From an optimization exercise on the open Yosys and OpenROAD flow, aimed at small area, a short achievable clock period and few clock cycles per item; shortcuts taken in it are not production practice.
Only simulation tests tie the RTL to the original design; equivalence was not proved.
No activity file was given, so power comes from the tool's default toggle rates.

==> design/flow/design.v <==
`default_nettype none
package srtfo_pkg;
   localparam int MaxSections = 16;
   localparam int IndexWidth  = 4;
   localparam int CountWidth  = 5;
   localparam int DataWidth   = 32;
   localparam int CsrIdxWidth = 4;
   typedef enum logic {
      OP_WRITE     = 1'b0,
      OP_TRANSLATE = 1'b1
   } op_type;
   typedef enum logic [CsrIdxWidth-1:0] {
      CSR_ENTRY_COUNT = 4'd0,
      CSR_IMAGE_BASE  = 4'd1
   } csr_index_type;
endpackage
`default_nettype wire
`default_nettype none
import srtfo_pkg::*;
module srtfo_compare (
   input  wire logic [srtfo_pkg::DataWidth-1:0]                            addr,
   input  wire logic [srtfo_pkg::MaxSections-1:0]                          active,
   input  wire logic [srtfo_pkg::MaxSections-1:0][srtfo_pkg::DataWidth-1:0] startn,
   input  wire logic [srtfo_pkg::MaxSections-1:0][srtfo_pkg::DataWidth-1:0] lastn,
   output logic [srtfo_pkg::MaxSections-1:0]                               hit
);
   localparam int GroupBits = 8;
   localparam int Groups    = DataWidth / GroupBits;
   function automatic logic geq(input logic [DataWidth-1:0] a, input logic [DataWidth-1:0] b);
      logic [Groups-1:0] gt, ge;
      logic              r0, r1;
      for (int n = 0; n < Groups; n++) begin
         r0 = 1'b0;
         r1 = 1'b1;
         for (int j = 0; j < GroupBits; j++) begin
            r0 = (a[GroupBits*n+j] & ~b[GroupBits*n+j]) | ((a[GroupBits*n+j] | ~b[GroupBits*n+j]) & r0);
            r1 = (a[GroupBits*n+j] & ~b[GroupBits*n+j]) | ((a[GroupBits*n+j] | ~b[GroupBits*n+j]) & r1);
         end
         gt[n] = r0;
         ge[n] = r1;
      end
      for (int w = 1; w < Groups; w = w * 2) begin
         for (int k = 0; k < Groups; k = k + 2 * w) begin
            gt[k] = gt[k+w] | (ge[k+w] & gt[k]);
            ge[k] = gt[k+w] | (ge[k+w] & ge[k]);
         end
      end
      geq = ge[0];
   endfunction
   always_comb begin
      for (int i = 0; i < MaxSections; i++)
         hit[i] = active[i] && geq(addr, ~startn[i]) && geq(~lastn[i], addr);
   end
endmodule
module srtfo_select #(
   parameter int Width = 8
) (
   input  wire logic [srtfo_pkg::MaxSections-1:0]            hit,
   input  wire logic [srtfo_pkg::MaxSections-1:0][Width-1:0] bias,
   input  wire logic [Width-1:0]                             addr,
   output logic                                              found,
   output logic [Width-1:0]                                  sel,
   output logic [Width-1:0]                                  p
);
   logic [MaxSections-1:0]            f;
   logic [MaxSections-1:0][Width-1:0] v;
   always_comb begin
      f = hit;
      for (int i = 0; i < MaxSections; i++)
         v[i] = bias[i] & {Width{hit[i]}};
      for (int d = 1; d < MaxSections; d = d * 2) begin
         for (int k = 0; k < MaxSections; k = k + 2 * d) begin
            v[k] = f[k] ? v[k] : v[k+d];
            f[k] = f[k] | f[k+d];
         end
      end
      sel   = v[0];
      found = f[0];
      p     = (addr & {Width{f[0]}}) ^ v[0];
   end
endmodule
module srtfo_pg_sum (
   input  wire logic [srtfo_pkg::DataWidth-1:0] g,
   input  wire logic [srtfo_pkg::DataWidth-1:0] p,
   output logic [srtfo_pkg::DataWidth-1:0]      sum
);
   logic [DataWidth-1:0] gg, pp, gn, pn;
   always_comb begin
      gg = g;
      pp = p;
      for (int d = 1; d < DataWidth; d = d * 2) begin
         gn = gg;
         pn = pp;
         for (int i = d; i < DataWidth; i++) begin
            gn[i] = gg[i] | (pp[i] & gg[i-d]);
            pn[i] = pp[i] & pp[i-d];
         end
         gg = gn;
         pp = pn;
      end
      sum = p ^ {gg[DataWidth-2:0], 1'b0};
   end
endmodule
module section_rva_to_file_offset (
   input  wire logic                                 clock,
   input  wire logic                                 reset,
   input  wire logic                                 start,
   output logic                                      busy,
   input  wire logic                                 req_op,
   input  wire logic [srtfo_pkg::IndexWidth-1:0]     req_entry_index,
   input  wire logic [srtfo_pkg::DataWidth-1:0]      req_entry_start,
   input  wire logic [srtfo_pkg::DataWidth-1:0]      req_entry_raw_size,
   input  wire logic [srtfo_pkg::DataWidth-1:0]      req_entry_raw_offset,
   input  wire logic [srtfo_pkg::DataWidth-1:0]      req_rel_address,
   output logic                                      rsp_strobe,
   output logic                                      rsp_found,
   output logic [srtfo_pkg::DataWidth-1:0]           rsp_file_offset,
   output logic [srtfo_pkg::DataWidth-1:0]           rsp_virtual_address,
   input  wire logic                                 csr_valid,
   output logic                                      csr_ready,
   input  wire logic [srtfo_pkg::CsrIdxWidth-1:0]    csr_index,
   input  wire logic [srtfo_pkg::DataWidth-1:0]      csr_data
);
   function automatic logic [DataWidth-1:0] add_bk(input logic [DataWidth-1:0] a,
                                                   input logic [DataWidth-1:0] b);
      logic [DataWidth-1:0] g, p, gg, pp;
      g  = a & b;
      p  = a ^ b;
      gg = g;
      pp = p;
      for (int d = 1; d < DataWidth; d = d * 2) begin
         for (int i = 2 * d - 1; i < DataWidth; i = i + 2 * d) begin
            gg[i] = gg[i] | (pp[i] & gg[i-d]);
            pp[i] = pp[i] & pp[i-d];
         end
      end
      for (int d = DataWidth / 4; d >= 1; d = d / 2) begin
         for (int i = 3 * d - 1; i < DataWidth; i = i + 2 * d) begin
            gg[i] = gg[i] | (pp[i] & gg[i-d]);
            pp[i] = pp[i] & pp[i-d];
         end
      end
      add_bk = p ^ {gg[DataWidth-2:0], 1'b0};
   endfunction
   logic                    accept;
   logic [CountWidth-1:0]   count_ff;
   logic [DataWidth-1:0]    base_ff;
   logic [MaxSections-1:0][DataWidth-1:0] startn_ff;
   logic [MaxSections-1:0][DataWidth-1:0] endn_ff;
   logic [MaxSections-1:0][DataWidth-1:0] bias_ff;
   logic [DataWidth-1:0]    startn_in, endn_in, bias_in;
   logic [MaxSections-1:0]  tbl_we;
   logic [MaxSections-1:0]  active;
   localparam int SliceWidth = 32;
   logic [MaxSections-1:0]  hit;
   logic [DataWidth/SliceWidth-1:0] slice_found;
   logic [DataWidth-1:0]    lk_p;
   logic [DataWidth/SliceWidth-1:0][MaxSections-1:0][SliceWidth-1:0] bias_slice;
   logic [DataWidth-1:0]    lk_sel;
   logic                    out_strobe_ff;
   logic                    out_found_ff;
   logic [DataWidth-1:0]    out_g_ff;
   logic [DataWidth-1:0]    out_p_ff;
   logic [DataWidth-1:0]    out_va_ff;
   assign busy      = 1'b0;
   assign csr_ready = 1'b1;
   assign accept    = start;
   always_ff @(posedge clock) begin
      if (reset) begin
         count_ff <= '0;
         base_ff  <= '0;
      end else if (csr_valid) begin
         if (csr_index == CSR_ENTRY_COUNT) count_ff <= csr_data[CountWidth-1:0];
         if (csr_index == CSR_IMAGE_BASE)  base_ff  <= csr_data;
      end
   end
   assign startn_in = ~{req_entry_start[DataWidth-1:1],
                        req_entry_start[0] | (req_entry_start == '0)};
   assign endn_in   = ~(req_entry_start + req_entry_raw_size);
   assign bias_in   = req_entry_raw_offset - req_entry_start;
   always_comb begin
      for (int i = 0; i < MaxSections; i++)
         tbl_we[i] = accept && (req_op == 1'b0) && (req_entry_index == IndexWidth'(i));
   end
   always_ff @(posedge clock) begin
      for (int i = 0; i < MaxSections; i++) begin
         if (tbl_we[i]) begin
            startn_ff[i] <= startn_in;
            endn_ff[i]   <= endn_in;
            bias_ff[i]   <= bias_in;
         end
      end
   end
   always_comb begin
      for (int i = 0; i < MaxSections; i++)
         active[i] = (CountWidth'(i) < count_ff);
   end
   srtfo_compare u_compare (
      .addr   (req_rel_address),
      .active (active),
      .startn (startn_ff),
      .lastn  (endn_ff),
      .hit    (hit)
   );
   for (genvar j = 0; j < DataWidth / SliceWidth; j++) begin : g_slice
      for (genvar i = 0; i < MaxSections; i++) begin : g_slot
         assign bias_slice[j][i] = bias_ff[i][j*SliceWidth +: SliceWidth];
      end
   end
   for (genvar j = 0; j < DataWidth / SliceWidth; j++) begin : g_sel
      srtfo_select #(.Width(SliceWidth)) u_select (
         .hit  (hit),
         .bias  (bias_slice[j]),
         .addr  (req_rel_address[j*SliceWidth +: SliceWidth]),
         .found (slice_found[j]),
         .sel   (lk_sel[j*SliceWidth +: SliceWidth]),
         .p     (lk_p[j*SliceWidth +: SliceWidth])
      );
   end
   always_ff @(posedge clock) begin
      if (reset) out_strobe_ff <= 1'b0;
      else       out_strobe_ff <= accept && (req_op == 1'b1);
   end
   always_ff @(posedge clock) begin
      out_found_ff <= slice_found[0];
      out_g_ff     <= req_rel_address & lk_sel;
      out_p_ff     <= lk_p;
      out_va_ff    <= add_bk(base_ff, req_rel_address);
   end
   srtfo_pg_sum u_sum (
      .g   (out_g_ff),
      .p   (out_p_ff),
      .sum (rsp_file_offset)
   );
   assign rsp_strobe          = out_strobe_ff;
   assign rsp_found           = out_found_ff;
   assign rsp_virtual_address = out_va_ff;
endmodule
`default_nettype wire
==> design/flow/run.sh <==
#!/bin/bash
# synth_recipe.tcl (not shown) runs the flow's synth.tcl, then flattens the netlist and writes it again
# the make line also repeats each setting of config.mk as NAME=value (left out here)
make -C /OpenROAD-flow-scripts/flow DESIGN_CONFIG=/design/flow/config.mk WORK_HOME=/design/flow/orfs CLKGATE_MAP_FILE= SYNTH_SCRIPT=/design/flow/synth_recipe.tcl finish
==> design/flow/config.mk <==
export PLATFORM = sky130hd
export DESIGN_NAME = section_rva_to_file_offset
export DESIGN_NICKNAME = section_rva_to_file_offset
export VERILOG_FILES = /design/flow/design.v
export SDC_FILE = /design/flow/constraint.sdc
export NUM_CORES = 4
export LEC_CHECK = 0
export ABC_AREA = 1
export CAP_MARGIN = 20
export CORE_MARGIN = 2
export CORE_UTILIZATION = 60
export CTS_CLUSTER_DIAMETER = 90
export CTS_CLUSTER_SIZE = 25
export SETUP_SLACK_MARGIN = 1.65
export SLEW_MARGIN = 20
export SYNTH_HIERARCHICAL = 1
==> design/flow/constraint.sdc <==
create_clock -name core_clock -period 5.0 [get_ports {clock}]
set_input_delay 1.0000 -clock core_clock [delete_from_list [all_inputs] [get_ports {clock}]]
set_output_delay 1.0000 -clock core_clock [all_outputs]
set_load 0.01 [all_outputs]
==> summary.txt <==
==> report_power, final <==
part,switching (mW),internal [mW],leakage (nW)
clock,4.50,3.04,1.09
sequential,0.563,16.0,14.9
combinational,3.89,1.97,23.7
==> final timing paths <==
kind / from / to / slack, ps / cells past startpoint
setup reg to reg: startn_ff[123] / out_p_ff[31] / 1820 / 19
setup / recovery: req_rel_address[1] / out_p_ff[31] / 1640 / 24
hold / removal: base_ff[21] / base_ff[21] / 470 / 2
hold reg to reg: base_ff[21] / base_ff[21] / 470 / 2
==> per-layer routing <==
metal	routed length, microns	part of all wire
met3	43420	0.15
met5	48	0.00016
met4	18820	0.063
met1	110500	0.37
met2	124600	0.42
==> repair_timing <==
| action | in CTS | in global routing |
|---|---|---|
| resized for setup | 324 | 487 |
| setup endpoints to repair | 346 | 329 |
| pin swaps | 12 | 71 |
| buffers inserted | 30 | 67 |
| cloned | 13 | 31 |
==> state kept, by name, summed over array words and instances, names as in the netlist <==
register and flops:
base_ff 32, bias_ff 512, count_ff 5, endn_ff 512, out_found_ff 1, out_g_ff 31
out_p_ff 32, out_strobe_ff 1, out_va_ff 32, startn_ff 512
==> per-stage QoR <==
step | power [mW] | instance area [sq um] | cells | TNS, ps
after global routing | 30.79 | 95380 | 11284 | 0
after floorplan | 19.30 | 82690 | 9007 | 0
after CTS | 29.28 | 92280 | 11184 | 0
final | 30.00 | 95390 | 11287 | 0
after global placement | 21.80 | 88640 | 11023 | -31.78
after detailed placement | 21.88 | 88640 | 11023 | -616.5
==> layout make-up <==
cell class / instances / area [sq um]
clock inverters: 12 / 141.4
multi-input cells: 6242 / 30570
clock buffers: 106 / 2121
inverters: 748 / 2873
repair inverters: 1 / 7.507
well taps: 1794 / 2245
diodes: 5 / 12.51
flip-flops and latches: 1670 / 48930
fillers: 10339 / 41760
repair buffers: 709 / 8481
==> worst register-to-register path, stage by stage, from the launching register on <==
cell and delay [ps]:
edfxtp_1 420, or2_2 300, o211ai_1 110, o21ai_1 110
nand2_1 70, nand2_1 80, a31oi_2 400, nand2_1 170
nand2_4 150, nor2_4 50, buf_12 140, inv_1 90
nand3_4 110, nor2_4 250, buf_6 180, inv_6 70
buf_4 170, nand3_1 90, nand3_1 80, nand2_1 100
==> flow_summary.ini <==
[timing]
rsz0062_at_grt = true
relSlewSlack = 0.3247
finalClockSkew_ps = 44.38
hold_viol = 0
period_minus_slack_ps = 3357
setup_slack_ps = 1643
hold_ws_ps = 470.6
finalMaxSlewViolations = 0
finalSetupViolations = 0
fmax_ghz = 0.2979
tightest_slew_ps = 1011
fin_crit_sh = 0.6714

[worst_setup_path]
worstPathRequired_ps = 5670
crit_slowest_cell = or2_1
critPathArrivalTime_ps = 4030
path_class = input pin to flop
max_stage_delay_ps = 230
start_kind = input pin
cpLargestDelayFamily = simple AND/OR/NAND/NOR gates
worstSetupEndpointType = flop
cp_common_cell = nand3_1
path_buf_inv = 7
path_cells = buf_16, buf_12, or2_1, nand3_1, nand3_1, nand2_1, nand3_1, nand3_1, nand3_2, nand2_1, nand2_1, buf_6, a21oi_4, buf_6, nor2_4, nor2_2, nand2_2, nor2_4, buf_6, inv_6, buf_4, nand3_1, nand3_1, nand2_1
crit_fanout = 14

[detailed_routing]
routed_wl_microns = 297400
drt_iter0_markers = 10572
via_per_inst = 6.103
routedWlPerCell_microns = 26.35
vias = 68879
postRouteAntennaNets = 0
dr.pass1.iters = 10
drc_errors = 0

[clocking]
root_buffer = clkbuf_16
clk_pin_slew_ps = 110
cts_hold_buf = 0
cts.sinks = 1670
clk_latency_ps = 730
cts_buffers = 79
clockBufferDepth = 3
cts_tree = built
htreeDepth = 3

[global_route]
overflow = 0
grt_pass1_wl_microns = 411400
grt-busiest-layer = met2
use_met3 = 0.1002
grt_antenna_before_repair = 6
met2_usage = 0.5922
grt_pass1_vias = 62898
grt_max_degree = 97
met1_usage = 0.5606
grt_usage = 0.4039

[yosys]
syn_inst = 9007
synthesis.area_sq_um = 82650
syn-num-nets = 9290
synth_warnings = 10
syn_avg_cell_area_sq_um = 9.176

[die]
die_w_microns = 375.2
pin_count = 241
fp.coreArea_sq_um = 137200
die-area_sq_um = 140700
initial_utilization = 0.6026
dieHeight_microns = 375.2
rows = 136

[min_path]
hold_path.class = flop to flop

[placement]
port_buffers = 238
hpwl_microns = 199300
gp_congestion = 0.9641
dp_slack_ps = -88.74

[power]
powerDensity_nw_per_um2 = 314.5
power_leakage_nw = 39.63
vdd_drop_max_uv = 274.5

[finish]
layout_common_cells = nand2_1, edfxtp_1, nor2_1, inv_1, nand3_1
area_growth_pct = 15.41
nNetsFinal = 9734
final_util = 0.6955
drive_gt1_frac = 0.1234
final_common_cell = nand2_1

[job]
cap_violations = 0

[status]
status = complete, no violations
Testbench counts, summed over its fixed seeds: cycles 7,352, items 6,717.

[what the ideal ports hide]
Ports are ideal in the flow. The routed layout listed here was re-timed in OpenROAD.
Step 1 assumes that a clkbuf_16 drives the clock port and a buf_2 every other input.
Step 2 adds t to the input delays and takes it off the output delays; t is the mean of the earliest and latest rising clock arrival at the registers after step 1. Input paths then give back, and output paths get back, about the clock's delay inside the block.
Three values: no drivers, after step 1, after step 2; two values: the first two.
t, ns: 0.801
setup WS [ns]: 1.643 / 1.480 / 0.679
worst hold slack (ns): 0.471 / 0.471 / 0.471
cell pins on the clock port's net: 1
After both steps this run still meets setup and hold. The setup slack of this run moves by -0.163 ns with the drivers and by -0.964 ns with both steps.
